What follows belongs to an exercise in optimizing a design on an open flow for small area, a short achievable clock period and few clock cycles per item; a production flow would make more cautious choices. Function was checked by simulation only, so behaviour that the tests miss may differ from the original. Power figures rest on the tool's default switching activity, not on a simulated workload.

Design fir_sym_mc, start of the top module:
module fir_sym_mc #(
   parameter int WL     = 14,
   parameter int CW     = 14,
   parameter int TAPS   = 37,
   parameter int NCH    = 2,
   parameter int OUT_WL = 20,
   parameter int SHIFT  = 13,
   localparam int F     = (TAPS + 1) / 2,
   localparam int CHW   = (NCH > 1) ? $clog2(NCH) : 1,
   localparam int AW    = (F > 1) ? $clog2(F) : 1
) (
   input  logic                     clk,
   input  logic                     rst,
   input  logic                     in_valid,
   output logic                     in_ready,
   input  logic [CHW-1:0]           in_ch,
   input  logic signed [WL-1:0]     in_data,
   output logic                     out_valid,
   input  logic                     out_ready,
   output logic [CHW-1:0]           out_ch,
   output logic signed [OUT_WL-1:0] out_data,
   output logic                     out_sat,
   input  logic                     coef_we,
   input  logic [AW-1:0]            coef_addr,
   input  logic signed [CW-1:0]     coef_wdata
);
Size: about 13000 cells after synthesis.
==> flow/config.mk <==
export PLATFORM = sky130hd
export DESIGN_NAME = fir_sym_mc
export DESIGN_NICKNAME = fir_sym_mc
export VERILOG_FILES = /design/flow/design.v
export SDC_FILE = /design/flow/constraint.sdc
export NUM_CORES = 4
export LEC_CHECK = 0
export CAP_MARGIN = 20
export CORE_MARGIN = 2
export CORE_UTILIZATION = 60
export CTS_CLUSTER_DIAMETER = 100
export CTS_CLUSTER_SIZE = 20
export SLEW_MARGIN = 20
==> flow/constraint.sdc <==
create_clock -name core_clock -period 12.0 [get_ports {clk}]
set_input_delay 2.4000 -clock core_clock [delete_from_list [all_inputs] [get_ports {clk}]]
set_output_delay 2.4000 -clock core_clock [all_outputs]
set_load 0.01 [all_outputs]
standard.sh (not shown) runs the stock make flow with config.mk's settings and CLKGATE_MAP_FILE= SYNTH_SCRIPT=/design/flow/synth_recipe.tcl, a recipe that flattens the netlist after the stock synthesis.
==> flow/flow/run.sh <==
#!/bin/bash
# The standard layout (the standard.sh) in two parts, with two changes to how the layout
# is made; the SDC and every other setting are unchanged:
#  1. After the standard synthesis, flow/fixinv.py removes inverters that Yosys's full-adder
#     extraction leaves between full-adder cells (a full adder with all inputs and outputs
#     inverted is the same cell), then the flow goes on from that netlist.
#  2. Setup repair aims below the clock period: repair_timing only works on paths with less
#     slack than SETUP_SLACK_MARGIN, and with the default margin it stops once the 12 ns
#     constraint is met.
set -euo pipefail
R=orfs/results/sky130hd/fir_sym_mc/base
bash standard.sh synth > standard_synth.log 2>&1
cp $R/1_2_yosys.v $R/1_2_yosys.std.v
python3 flow/fixinv.py $R/1_2_yosys.std.v $R/1_2_yosys.v > fixinv.log 2>&1
rm -f $R/1_synth.odb $R/1_synth.sdc
bash standard.sh SETUP_SLACK_MARGIN=8.2 finish > standard_flow.log 2>&1
Other scripts of this flow, unchanged in this note and not shown: flow/flow/fixinv.py
The starting point finished with timing, DRC and antenna clean.
Testbench counts at the start, summed over its fixed seeds: cycles 2,088, items 2,048.
==> next run, changes <==
--- a/flow/flow/run.sh
+++ b/flow/flow/run.sh
@@ -15,2 +15,2 @@
 rm -f $R/1_synth.odb $R/1_synth.sdc
-bash standard.sh SETUP_SLACK_MARGIN=8.2 finish > standard_flow.log 2>&1
+bash standard.sh SETUP_SLACK_MARGIN=8.3 finish > standard_flow.log 2>&1
Result:
- worst setup slack gains 0.19 ns
- clock-buffer cell count is unchanged
- via count is about the same
- global-route usage rose by 0.61 points
- critical path depth is higher by 7
- non-clock buffer count went up by 169
- cell area is higher by 0.91%
- power went up by 2.2%
- routed wire length is higher by 0.36%
==> next run, changes <==
--- a/flow/config.mk
+++ b/flow/config.mk
@@ -10,4 +10,2 @@
 export CORE_UTILIZATION = 60
-export CTS_CLUSTER_DIAMETER = 100
-export CTS_CLUSTER_SIZE = 20
 export SLEW_MARGIN = 20
Outcome: Total power grows by 6.2%. Flip-flop and latch count does not change. Setup slack is worse by 0.048 ns. Cell area increases by 2.5%. Sequential share of layout area came out lower by 0.85 points. Fmax goes down by 1.2%. Critical path depth falls by 8. Utilization increases by 1.7 points. Non-clock buffer count rises by 8. Global-route usage rises by 0.44 points. Synthesized area does not change.
==> next run, changes <==
--- a/flow/flow/run.sh
+++ b/flow/flow/run.sh
@@ -15,2 +15,2 @@
 rm -f $R/1_synth.odb $R/1_synth.sdc
-bash standard.sh SETUP_SLACK_MARGIN=8.3 finish > standard_flow.log 2>&1
+bash standard.sh SETUP_SLACK_MARGIN=8.2 finish > standard_flow.log 2>&1
The changed run went through all stages and came out clean.
Non-clock buffer count went down by 241.
Worst setup slack loses 0.16 ns.
Clock power went up by a few percent.
Flip-flop and latch count does not change.
Area after synthesis is unchanged.
First-iteration DRC count barely changes.

-- what the ideal ports hide --
The flow's constraints put no driver on any port. The routed layouts listed below were extracted and timed again, unchanged, in two steps. Step 1 assumes that a clkbuf_16 drives the clock port and a buf_2 every other input. Step 2 moves the port delays by t, midway between the first and last clock arrival at a register: inputs arrive t later, outputs are due t later. That takes back most of the time a late clock gives input paths. a / b / c = no drivers / after step 1 / after step 2; a / b = the first two.
| run | t (ns) | slack for setup (ns) | latest minus earliest clock arrival (ns) | pins driven straight from the clock port |
|---|---|---|---|---|
| the first run | 1.021 | 7.992 / 7.992 / 7.317 | 0.063 / 0.062 | 1 |
| the second run | 1.029 | 8.181 / 8.108 / 7.452 | 0.078 / 0.078 | 1 |
| the third run | 1.062 | 8.133 / 8.044 / 7.406 | 0.094 / 0.094 | 1 |
| the fourth run | 1.076 | 7.977 / 7.977 / 7.378 | 0.073 / 0.074 | 1 |
After both steps every run listed still meets setup and hold. For the second run, which loses most, drivers alone change the setup slack by -0.073 ns; drivers and shift together by -0.729 ns.
